This design comes from an exercise in tuning for small area on the open sky130 flow, not from production work.
Function was checked by simulation only, so behaviour that the tests miss may differ from the original.
The flow treats the clock pin as an ideal source, which a real chip does not have.
Power and IR drop assume default switching activity.

Setup of oak:
## clk_gen_multi
module clk_gen_multi
#(
  parameter int NUM_CH     = 8,
  parameter int CNT_W      = clk_gen_pkg::CNT_W_DEF,
  parameter int DEF_PERIOD = 10,
  parameter int DEF_HIGH   = 5
) (
  input  logic              clk,
  input  logic              rst_n,
  input  logic              cfg_valid,
  output logic              cfg_ready,
  input  logic [((NUM_CH > 1) ? $clog2(NUM_CH) : 1)-1:0] cfg_ch,
  input  logic [CNT_W-1:0]  cfg_period,
  input  logic [CNT_W-1:0]  cfg_high,
  input  logic [CNT_W-1:0]  cfg_phase,
  output logic              cfg_err,
  input  logic [NUM_CH-1:0] enable,
  output logic [NUM_CH-1:0] clk_out,
  output logic [NUM_CH-1:0] rise_pulse
);
Size: roughly 80 I/O pins.
==> flow/config.mk <==
export PLATFORM = sky130hd
export DESIGN_NAME = clk_gen_multi
export DESIGN_NICKNAME = clk_gen_multi
export VERILOG_FILES = /design/flow/design.v
export SDC_FILE = /design/flow/constraint.sdc
export NUM_CORES = 4
export LEC_CHECK = 0
export CAP_MARGIN = 20
export CORE_MARGIN = 2
export CORE_UTILIZATION = 40
export CTS_BUF_LIST = sky130_fd_sc_hd__clkbuf_16
export CTS_CLUSTER_DIAMETER = 70
export CTS_CLUSTER_SIZE = 30
export GPL_ROUTABILITY_DRIVEN = 0
export GPL_TIMING_DRIVEN = 0
export SLEW_MARGIN = 20
==> flow/constraint.sdc <==
create_clock -name core_clock -period 8.0 [get_ports {clk}]
set_input_delay 1.6000 -clock core_clock [delete_from_list [all_inputs] [get_ports {clk}]]
set_output_delay 1.6000 -clock core_clock [all_outputs]
set_load 0.01 [all_outputs]
standard.sh (not shown) runs the stock make flow with config.mk's settings and CLKGATE_MAP_FILE= SYNTH_SCRIPT=/design/flow/synth_recipe.tcl, a recipe that flattens the netlist after the stock synthesis.
==> flow/flow/run.sh <==
#!/bin/bash
# Layout flow: the standard synthesis, then its combinational logic re-mapped
# for area (registers untouched, equivalence proven, else the standard netlist
# is kept), then the standard layout steps with an area-recovery pass after CTS.
# Each tool's full output goes to a log file in this folder.
set -u
WORK=$(pwd)
R=$WORK/orfs/results/$FLOW_PLATFORM/clk_gen_multi/base
PLAT=$FLOW_HOME/platforms/$FLOW_PLATFORM

bash standard.sh synth > synth_standard.log 2>&1 || exit 1

export REMAP_LIB=$PLAT/lib/sky130_fd_sc_hd__tt_025C_1v80.lib
export REMAP_IN=$WORK/netlist_standard.v
export REMAP_OUT=$WORK/netlist_remap.v
export REMAP_STAT=$WORK/remap_stat.txt
export REMAP_TOP=$FLOW_TOP
export REMAP_ABC=$WORK/flow/remap.abc
export REMAP_KEEP="$(grep -o 'sky130_fd_sc_hd__[a-z0-9]*df[a-z0-9]*_[0-9]*\|sky130_fd_sc_hd__conb_1' $R/1_2_yosys.v | sort -u | tr '\n' ' ')"
export REMAP_DONT_USE="$(sed -n '/^export DONT_USE_CELLS += \\/,/^[^ ]*$/p' $PLAT/config.mk | grep -o 'sky130_fd_sc_hd__[a-z0-9_]*' | tr '\n' ' ')"
echo "keep: $REMAP_KEEP" > remap_env.log
echo "dont_use: $REMAP_DONT_USE" >> remap_env.log

cp $R/1_2_yosys.v $REMAP_IN
if yosys -c flow/remap.tcl > remap.log 2>&1 && yosys -c flow/equiv.tcl > equiv.log 2>&1; then
  echo "remap: using re-mapped netlist" >> remap_env.log
  cp $REMAP_OUT $R/1_2_yosys.v
  touch $R/1_2_yosys.v
else
  echo "remap: failed, keeping the standard netlist" >> remap_env.log
fi


export BUFFER_PORTS_ARGS="-buffer_cell sky130_fd_sc_hd__buf_1"
bash standard.sh finish > standard.log 2>&1
==> flow/flow/remap.tcl <==
# Re-map the combinational logic of the standard synthesis netlist with an
# area-oriented ABC script. Flip-flops (and tie cells) are kept as they are:
# same instances, names and cell types.
yosys -import
set lib    $::env(REMAP_LIB)
set netin  $::env(REMAP_IN)
set netout $::env(REMAP_OUT)
set keep   $::env(REMAP_KEEP)
set dont_use {}
foreach c $::env(REMAP_DONT_USE) { lappend dont_use -dont_use $c }

read_liberty -ignore_miss_func $lib
read_verilog $netin
hierarchy -check -top $::env(REMAP_TOP)
foreach c $keep { setattr -mod -set keep_hierarchy 1 $c }
flatten
# Auto-named nets (and the pin nets flatten makes of them) lose their names,
# so that the design's own net names survive.
yosys rename -hide w:_*
opt_clean
foreach c $keep { blackbox $c }
abc -script $::env(REMAP_ABC) -liberty $lib {*}$dont_use
opt_clean -purge
# Every cell as a black box with its pin directions, for the steps below.
read_liberty -lib -overwrite -ignore_miss_func $lib
splitnets
opt_clean -purge
hilomap -singleton -hicell sky130_fd_sc_hd__conb_1 HI -locell sky130_fd_sc_hd__conb_1 LO
insbuf -buf sky130_fd_sc_hd__buf_1 A X

# left out here: clean up, hide names made inside functions
yosys rename -hide w:_*
check -assert
tee -o $::env(REMAP_STAT) stat -top $::env(REMAP_TOP) -liberty $lib
write_verilog -noattr -nohex -nodec $netout
Other scripts of this flow, unchanged in this note and not shown: flow/flow/equiv.tcl, flow/flow/remap.abc
The flow did not stop early for oak: all stages ran, and the layout cleared the timing, DRC and antenna checks.
Edits applied to the flow inputs when going from oak to pine:
- GPL_TIMING_DRIVEN removed (was 0)
- CTS_CLUSTER_SIZE changed from 30 to 34
- CORE_UTILIZATION changed from 40 to 55
- CTS_CLUSTER_DIAMETER changed from 70 to 80
- GPL_ROUTABILITY_DRIVEN removed (was 0)
Results
Highest signal layer in the routed design = met4: pine; highest signal layer in the routed design = met5: oak. Compared with oak, pine shows amount of wire on met3 after detailed routing that has gone down by more than 10%. pine: PASS, flow complete, no timing, DRC or antenna violations. Summary — proportion of power drawn by combinational gates, pine relative to oak: lower, by 0.8 points. Clock-cell share of area was lower in oak than in pine. pine vs. oak: ratio of final minimum period to clock period went down, total via count in the routed design did not really move.
#### Input delta (birch over pine)
- PLACE_DENSITY: unset -> 0.8
- CTS_CLUSTER_SIZE: 34 -> 30
- CORE_UTILIZATION: 55 -> 40
- CTS_CLUSTER_DIAMETER: 80 -> 70
-- flow/flow/run.sh --
<<< pine, line 1
#!/bin/bash
# Layout flow: the standard synthesis, then its combinational logic re-mapped
# for area (registers untouched, equivalence proven, else the standard netlist
# is kept), then the standard layout steps with an area-recovery pass after CTS.
# Each tool's full output goes to a log file in this folder.
set -u
WORK=$(pwd)
>>> birch, line 1
#!/bin/bash
# Layout flow: the standard synthesis (the standard.sh), then its
# combinational logic re-mapped by ABC for area with the registers untouched
# (same instances, names and cell types). The re-mapped netlist is used only
# if Yosys proves it equivalent to the standard one, register for register;
# otherwise the standard netlist is kept. Then the standard layout steps, with
# the smallest buffer on each port. Each tool's full output goes to a log file
# in this folder.
set -u
WORK=$(pwd)
<<< pine, line 31
fi


export BUFFER_PORTS_ARGS="-buffer_cell sky130_fd_sc_hd__buf_1"
bash standard.sh finish > standard.log 2>&1
>>> birch, line 34
fi

export BUFFER_PORTS_ARGS="-buffer_cell sky130_fd_sc_hd__buf_1"
bash standard.sh finish > standard.log 2>&1
### Flow results
Comparing the two runs side by side, birch comes out behind pine on core outline area.
Layout overhead on the synthesized area ends up higher on pine.
Summary of birch over pine: number of hold-repair buffers added at the cts stage barely changed; die area climbed about 37%; portion of the clock cycle consumed by the worst path in the final layout climbed 4.4 points.
Number of H-tree levels: birch < pine
Going from pine to birch, final setup slack of the worst path shrinks by 360 ps.
Between pine and birch, net switching fraction of the power is lower for birch, pine comes in above that.
Relative area of clock buffers and inverters in the final design: birch vs pine down 1.2 points
[compare] base=pine new=birch: wire length lower, sum of buffers and inverters on the critical path lower.
--- input diff birch..maple ---
- PLACE_DENSITY: 0.8 -> unset
-- flow/flow/run.sh --
<<< birch, line 1
#!/bin/bash
# Layout flow: the standard synthesis (the standard.sh), then its
# combinational logic re-mapped by ABC for area with the registers untouched
# (same instances, names and cell types). The re-mapped netlist is used only
# if Yosys proves it equivalent to the standard one, register for register;
# otherwise the standard netlist is kept. Then the standard layout steps, with
# the smallest buffer on each port. Each tool's full output goes to a log file
# in this folder.
set -u
WORK=$(pwd)
>>> maple, line 1
#!/bin/bash
# Layout flow: the standard synthesis, then its combinational logic re-mapped
# for area (registers untouched, equivalence proven, else the standard netlist
# is kept), then the standard layout steps with an area-recovery pass after CTS.
# Each tool's full output goes to a log file in this folder.
set -u
WORK=$(pwd)
<<< birch, line 34
fi

export BUFFER_PORTS_ARGS="-buffer_cell sky130_fd_sc_hd__buf_1"
bash standard.sh finish > standard.log 2>&1
>>> maple, line 31
fi


bash standard.sh finish > standard.log 2>&1
==> flow/flow/post_cts.tcl (new file) <==
# Area recovery after CTS: downsize cells that have timing slack to spare.
log_cmd estimate_parasitics -placement
report_design_area
repair_timing -recover_power 100 -verbose
report_design_area
detailed_placement
check_placement -verbose
-- flow/flow/remap.tcl --
<<< birch, line 27
opt_clean -purge
hilomap -singleton -hicell sky130_fd_sc_hd__conb_1 HI -locell sky130_fd_sc_hd__conb_1 LO
insbuf -buf sky130_fd_sc_hd__buf_1 A X

# left out here: clean up, hide names made inside functions
>>> maple, line 27
opt_clean -purge
hilomap -singleton -hicell sky130_fd_sc_hd__conb_1 HI -locell sky130_fd_sc_hd__conb_1 LO
insbuf -buf sky130_fd_sc_hd__buf_4 A X

# left out here: clean up, hide names made inside functions
Notes after the runs:
Switching share of power in maple is 0.95 points higher than in birch. Against birch, maple reports a worst-case setup slack after placement that is lower. Detailed-routing wirelength on met1 sits higher in maple than in birch. Per the comparison of maple with birch, wire length up about 3.2%; total net switching power up 8.8%. Changes observed in maple relative to birch: non-clock buffer count now smaller, sequential share of layout area lost 1.9 points.
Input changes introduced in cedar (baseline for comparison: maple):
-- flow/flow/run.sh --
<<< maple, line 31
fi


bash standard.sh finish > standard.log 2>&1
>>> cedar, line 31
fi

export POST_CTS_TCL=$WORK/flow/post_cts.tcl
bash standard.sh finish > standard.log 2>&1
Results
- Wire length of the first global-routing pass across maple and cedar: no real change.
- Comparing maple with cedar, the routed wire length came out essentially unchanged.
- cedar -> maple: flip-flop and latch count delta 0, exact match

Starting RTL as in the previous note.
Design clk_gen_multi, start of the top module:
module clk_gen_multi
#(
  parameter int NUM_CH     = 8,
  parameter int CNT_W      = clk_gen_pkg::CNT_W_DEF,
  parameter int DEF_PERIOD = 10,
  parameter int DEF_HIGH   = 5
) (
  input  logic              clk,
  input  logic              rst_n,
  input  logic              cfg_valid,
  output logic              cfg_ready,
  input  logic [((NUM_CH > 1) ? $clog2(NUM_CH) : 1)-1:0] cfg_ch,
  input  logic [CNT_W-1:0]  cfg_period,
  input  logic [CNT_W-1:0]  cfg_high,
  input  logic [CNT_W-1:0]  cfg_phase,
  output logic              cfg_err,
  input  logic [NUM_CH-1:0] enable,
  output logic [NUM_CH-1:0] clk_out,
  output logic [NUM_CH-1:0] rise_pulse
);
Settings: LEC_CHECK=0, CAP_MARGIN=20, CORE_MARGIN=2, CORE_UTILIZATION=40, CTS_BUF_LIST=sky130_fd_sc_hd__clkbuf_16, CTS_CLUSTER_DIAMETER=70, CTS_CLUSTER_SIZE=30, PLACE_DENSITY=0.8, SLEW_MARGIN=20; clock period 8.0 ns.
==> flow/flow/run.sh <==
#!/bin/bash
# Layout flow: the standard synthesis (the standard.sh), then its
# combinational logic re-mapped by ABC for area with the registers untouched
# (same instances, names and cell types). The re-mapped netlist is used only
# if Yosys proves it equivalent to the standard one, register for register;
# otherwise the standard netlist is kept. Then the standard layout steps, with
# the smallest buffer on each port. Each tool's full output goes to a log file
# in this folder.
set -u
WORK=$(pwd)
R=$WORK/orfs/results/$FLOW_PLATFORM/clk_gen_multi/base
PLAT=$FLOW_HOME/platforms/$FLOW_PLATFORM

bash standard.sh synth > synth_standard.log 2>&1 || exit 1

export REMAP_LIB=$PLAT/lib/sky130_fd_sc_hd__tt_025C_1v80.lib
export REMAP_IN=$WORK/netlist_standard.v
export REMAP_OUT=$WORK/netlist_remap.v
export REMAP_STAT=$WORK/remap_stat.txt
export REMAP_TOP=$FLOW_TOP
export REMAP_ABC=$WORK/flow/remap.abc
export REMAP_KEEP="$(grep -o 'sky130_fd_sc_hd__[a-z0-9]*df[a-z0-9]*_[0-9]*\|sky130_fd_sc_hd__conb_1' $R/1_2_yosys.v | sort -u | tr '\n' ' ')"
export REMAP_DONT_USE="$(sed -n '/^export DONT_USE_CELLS += \\/,/^[^ ]*$/p' $PLAT/config.mk | grep -o 'sky130_fd_sc_hd__[a-z0-9_]*' | tr '\n' ' ')"
echo "keep: $REMAP_KEEP" > remap_env.log
echo "dont_use: $REMAP_DONT_USE" >> remap_env.log

cp $R/1_2_yosys.v $REMAP_IN
if yosys -c flow/remap.tcl > remap.log 2>&1 && yosys -c flow/equiv.tcl > equiv.log 2>&1; then
  echo "remap: using re-mapped netlist" >> remap_env.log
  cp $REMAP_OUT $R/1_2_yosys.v
  touch $R/1_2_yosys.v
else
  echo "remap: failed, keeping the standard netlist" >> remap_env.log
fi

export BUFFER_PORTS_ARGS="-buffer_cell sky130_fd_sc_hd__buf_1"
export DONT_USE_CELLS="sky130_fd_sc_hd__buf_4 sky130_fd_sc_hd__buf_6 sky130_fd_sc_hd__buf_8 sky130_fd_sc_hd__buf_12 sky130_fd_sc_hd__buf_16"
bash standard.sh finish > standard.log 2>&1
==> flow/flow/remap.tcl <==
# Re-map the combinational logic of the standard synthesis netlist with an
# area-oriented ABC script. Flip-flops (and tie cells) are kept as they are:
# same instances, names and cell types.
yosys -import
set lib    $::env(REMAP_LIB)
set netin  $::env(REMAP_IN)
set netout $::env(REMAP_OUT)
set keep   $::env(REMAP_KEEP)
set dont_use {}
foreach c $::env(REMAP_DONT_USE) { lappend dont_use -dont_use $c }

read_liberty -ignore_miss_func $lib
read_verilog $netin
hierarchy -check -top $::env(REMAP_TOP)
foreach c $keep { setattr -mod -set keep_hierarchy 1 $c }
flatten
# Auto-named nets (and the pin nets flatten makes of them) lose their names,
# so that the design's own net names survive.
yosys rename -hide w:_*
opt_clean
foreach c $keep { blackbox $c }
abc -script $::env(REMAP_ABC) -liberty $lib {*}$dont_use
opt_clean -purge
# Every cell as a black box with its pin directions, for the steps below.
read_liberty -lib -overwrite -ignore_miss_func $lib
splitnets
opt_clean -purge
hilomap -singleton -hicell sky130_fd_sc_hd__conb_1 HI -locell sky130_fd_sc_hd__conb_1 LO
insbuf -buf sky130_fd_sc_hd__buf_1 A X

# left out here: clean up, hide names made inside functions
yosys rename -hide w:_*
check -assert
tee -o $::env(REMAP_STAT) stat -top $::env(REMAP_TOP) -liberty $lib
write_verilog -noattr -nohex -nodec $netout
Other scripts of this flow, unchanged in this note and not shown: flow/flow/equiv.tcl, flow/flow/remap.abc
Change:
--- a/flow/flow/run.sh
+++ b/flow/flow/run.sh
@@ -36,3 +36,2 @@
 export BUFFER_PORTS_ARGS="-buffer_cell sky130_fd_sc_hd__buf_1"
-export DONT_USE_CELLS="sky130_fd_sc_hd__buf_4 sky130_fd_sc_hd__buf_6 sky130_fd_sc_hd__buf_8 sky130_fd_sc_hd__buf_12 sky130_fd_sc_hd__buf_16"
 bash standard.sh finish > standard.log 2>&1
--- a/flow/config.mk
+++ b/flow/config.mk
@@ -9,3 +9,3 @@
 export CORE_MARGIN = 2
-export CORE_UTILIZATION = 40
+export CORE_UTILIZATION = 50
 export CTS_BUF_LIST = sky130_fd_sc_hd__clkbuf_16
=> The new run passed the timing, DRC and antenna checks; cell area is lower by about 0.9%; global-route usage climbs by 5.1 points; non-clock buffer count went up by 5; area after synthesis stays the same; worst setup slack got worse by 0.24 ns; flip-flop and latch count does not change.
Change:
--- a/flow/flow/run.sh
+++ b/flow/flow/run.sh
@@ -1,9 +1,6 @@
 #!/bin/bash
-# Layout flow: the standard synthesis (the standard.sh), then its
-# combinational logic re-mapped by ABC for area with the registers untouched
-# (same instances, names and cell types). The re-mapped netlist is used only
-# if Yosys proves it equivalent to the standard one, register for register;
-# otherwise the standard netlist is kept. Then the standard layout steps, with
-# the smallest buffer on each port. Each tool's full output goes to a log file
-# in this folder.
+# Layout flow: the standard synthesis, then its combinational logic re-mapped
+# for area (registers untouched, equivalence proven, else the standard netlist
+# is kept), then the standard layout steps with an area-recovery pass after CTS.
+# Each tool's full output goes to a log file in this folder.
 set -u
@@ -35,2 +32,3 @@
 
+
 export BUFFER_PORTS_ARGS="-buffer_cell sky130_fd_sc_hd__buf_1"
--- a/flow/config.mk
+++ b/flow/config.mk
@@ -9,3 +9,3 @@
 export CORE_MARGIN = 2
-export CORE_UTILIZATION = 50
+export CORE_UTILIZATION = 40
 export CTS_BUF_LIST = sky130_fd_sc_hd__clkbuf_16
After rerunning: The new run produced a clean layout. Clock-buffer cell count came out higher by 2. Worst setup slack gains 0.24 ns. Design area goes up by 0.91%. Clock skew is about the same. Non-clock buffer count goes down by 5. Combinational power barely changes. Cell count is higher by 6.0%.
Change:
--- a/flow/config.mk
+++ b/flow/config.mk
@@ -11,5 +11,4 @@
 export CTS_BUF_LIST = sky130_fd_sc_hd__clkbuf_16
-export CTS_CLUSTER_DIAMETER = 70
-export CTS_CLUSTER_SIZE = 30
-export PLACE_DENSITY = 0.8
+export CTS_CLUSTER_DIAMETER = 60
+export CTS_CLUSTER_SIZE = 36
 export SLEW_MARGIN = 20
- routed wire length shrinks by 0.63%
- first-iteration DRC count shrinks by 32%
- non-clock buffer count shrinks by 9
- clock skew grows by 0.014 ns
- via count shrinks by 3.9%
- die area is unchanged
- synthesized cell count does not change
- sequential share of layout area shrinks by 1.1 points
- hold slack loses 0.0095 ns
- core utilization grows by 0.76 points
Change:
--- a/flow/flow/run.sh
+++ b/flow/flow/run.sh
@@ -32,4 +32,4 @@
 
-
-export BUFFER_PORTS_ARGS="-buffer_cell sky130_fd_sc_hd__buf_1"
+export POST_CTS_TCL=$WORK/flow/post_cts.tcl
+export BUFFER_PORTS_ARGS="-buffer_cell sky130_fd_sc_hd__buf_2"
 bash standard.sh finish > standard.log 2>&1
==> flow/flow/post_cts.tcl (new file) <==
# Area recovery after CTS: downsize cells that have timing slack to spare.
log_cmd estimate_parasitics -placement
report_design_area
repair_timing -recover_power 100 -verbose
report_design_area
detailed_placement
check_placement -verbose
--- a/flow/flow/remap.tcl
+++ b/flow/flow/remap.tcl
@@ -28,3 +28,3 @@
 hilomap -singleton -hicell sky130_fd_sc_hd__conb_1 HI -locell sky130_fd_sc_hd__conb_1 LO
-insbuf -buf sky130_fd_sc_hd__buf_1 A X
+insbuf -buf sky130_fd_sc_hd__buf_2 A X
 
--- a/flow/config.mk
+++ b/flow/config.mk
@@ -11,4 +11,4 @@
 export CTS_BUF_LIST = sky130_fd_sc_hd__clkbuf_16
-export CTS_CLUSTER_DIAMETER = 60
-export CTS_CLUSTER_SIZE = 36
+export CTS_CLUSTER_DIAMETER = 70
+export CTS_CLUSTER_SIZE = 30
 export SLEW_MARGIN = 20
Die area is about the same.
Hold slack loses 0.0065 ns.
Maximum frequency came out lower by roughly a tenth.
Change:
--- a/flow/flow/run.sh
+++ b/flow/flow/run.sh
@@ -32,4 +32,4 @@
 
-export POST_CTS_TCL=$WORK/flow/post_cts.tcl
-export BUFFER_PORTS_ARGS="-buffer_cell sky130_fd_sc_hd__buf_2"
+
+export BUFFER_PORTS_ARGS="-buffer_cell sky130_fd_sc_hd__buf_1"
 bash standard.sh finish > standard.log 2>&1
--- a/flow/flow/remap.tcl
+++ b/flow/flow/remap.tcl
@@ -28,3 +28,3 @@
 hilomap -singleton -hicell sky130_fd_sc_hd__conb_1 HI -locell sky130_fd_sc_hd__conb_1 LO
-insbuf -buf sky130_fd_sc_hd__buf_2 A X
+insbuf -buf sky130_fd_sc_hd__buf_1 A X
 
--- a/flow/config.mk
+++ b/flow/config.mk
@@ -7,3 +7,3 @@
 export LEC_CHECK = 0
-export CAP_MARGIN = 20
+export CAP_MARGIN = 0
 export CORE_MARGIN = 2
@@ -13,2 +13,2 @@
 export CTS_CLUSTER_SIZE = 30
-export SLEW_MARGIN = 20
+export SLEW_MARGIN = 0
removed: flow/flow/post_cts.tcl
Effect: Routed wire length is lower by a few percent; non-clock buffer count is lower by 8; total power is higher slightly; synthesized cell count is unchanged; sequential share of layout area barely changes; synthesized area stays flat; clock power is higher by a few percent; cell area stays flat; worst setup slack is better by 1.0 ns; die area hardly moves; global-route usage is lower by 0.45 points.

## separate check: timing with driven ports
How much do the figures lean on ideal ports? The routed layouts below were timed once more, with nothing changed but the port constraints. Step 1, drivers: a clkbuf_16 drives clk and a buf_2 each remaining input, both assumed. Step 2 also shifts input and output timing later by t, the mid clock arrival at the registers, as if the neighbouring blocks saw the same clock. Three values: no drivers, after step 1, after step 2; two values: the first two.
| run | t, ns | setup slack, ns | hold slack, ns | worst setup path at the end |
|---|---|---|---|---|
| oak | 0.676 | 0.380 / 0.415 / -0.262 | 0.409 / 0.409 / 0.409 | input to register |
| pine | 0.649 | 1.890 / 1.924 / 1.275 | 0.425 / 0.425 / 0.425 | input to register |
| birch | 0.666 | 1.534 / 1.565 / 0.899 | 0.416 / 0.416 / 0.416 | input to register |
| maple | 0.640 | 1.410 / 1.441 / 0.801 | 0.409 / 0.409 / 0.409 | input to register |
| cedar | 0.639 | 0.690 / 0.724 / 0.085 | 0.408 / 0.408 / 0.408 | input to register |
| the first run of note 2 | 0.666 | 1.534 / 1.565 / 0.899 | 0.416 / 0.416 / 0.416 | input to register |
| the second run of note 2 | 0.659 | 1.289 / 1.322 / 0.664 | 0.407 / 0.407 / 0.407 | input to register |
| the third run of note 2 | 0.666 | 1.534 / 1.565 / 0.899 | 0.416 / 0.416 / 0.416 | input to register |
| the fourth run of note 2 | 0.639 | 1.760 / 1.793 / 1.154 | 0.407 / 0.407 / 0.407 | input to register |
| the fifth run of note 2 | 0.669 | 0.753 / 0.791 / 0.121 | 0.400 / 0.400 / 0.400 | input to register |
| the sixth run of note 2 | 0.635 | 1.765 / 1.799 / 1.163 | 0.411 / 0.411 / 0.411 | input to register |
Met with ideal ports but missed after step 2: setup timing in oak. For oak, which loses most, drivers alone change the setup slack by +0.035 ns; drivers and shift together by -0.642 ns.
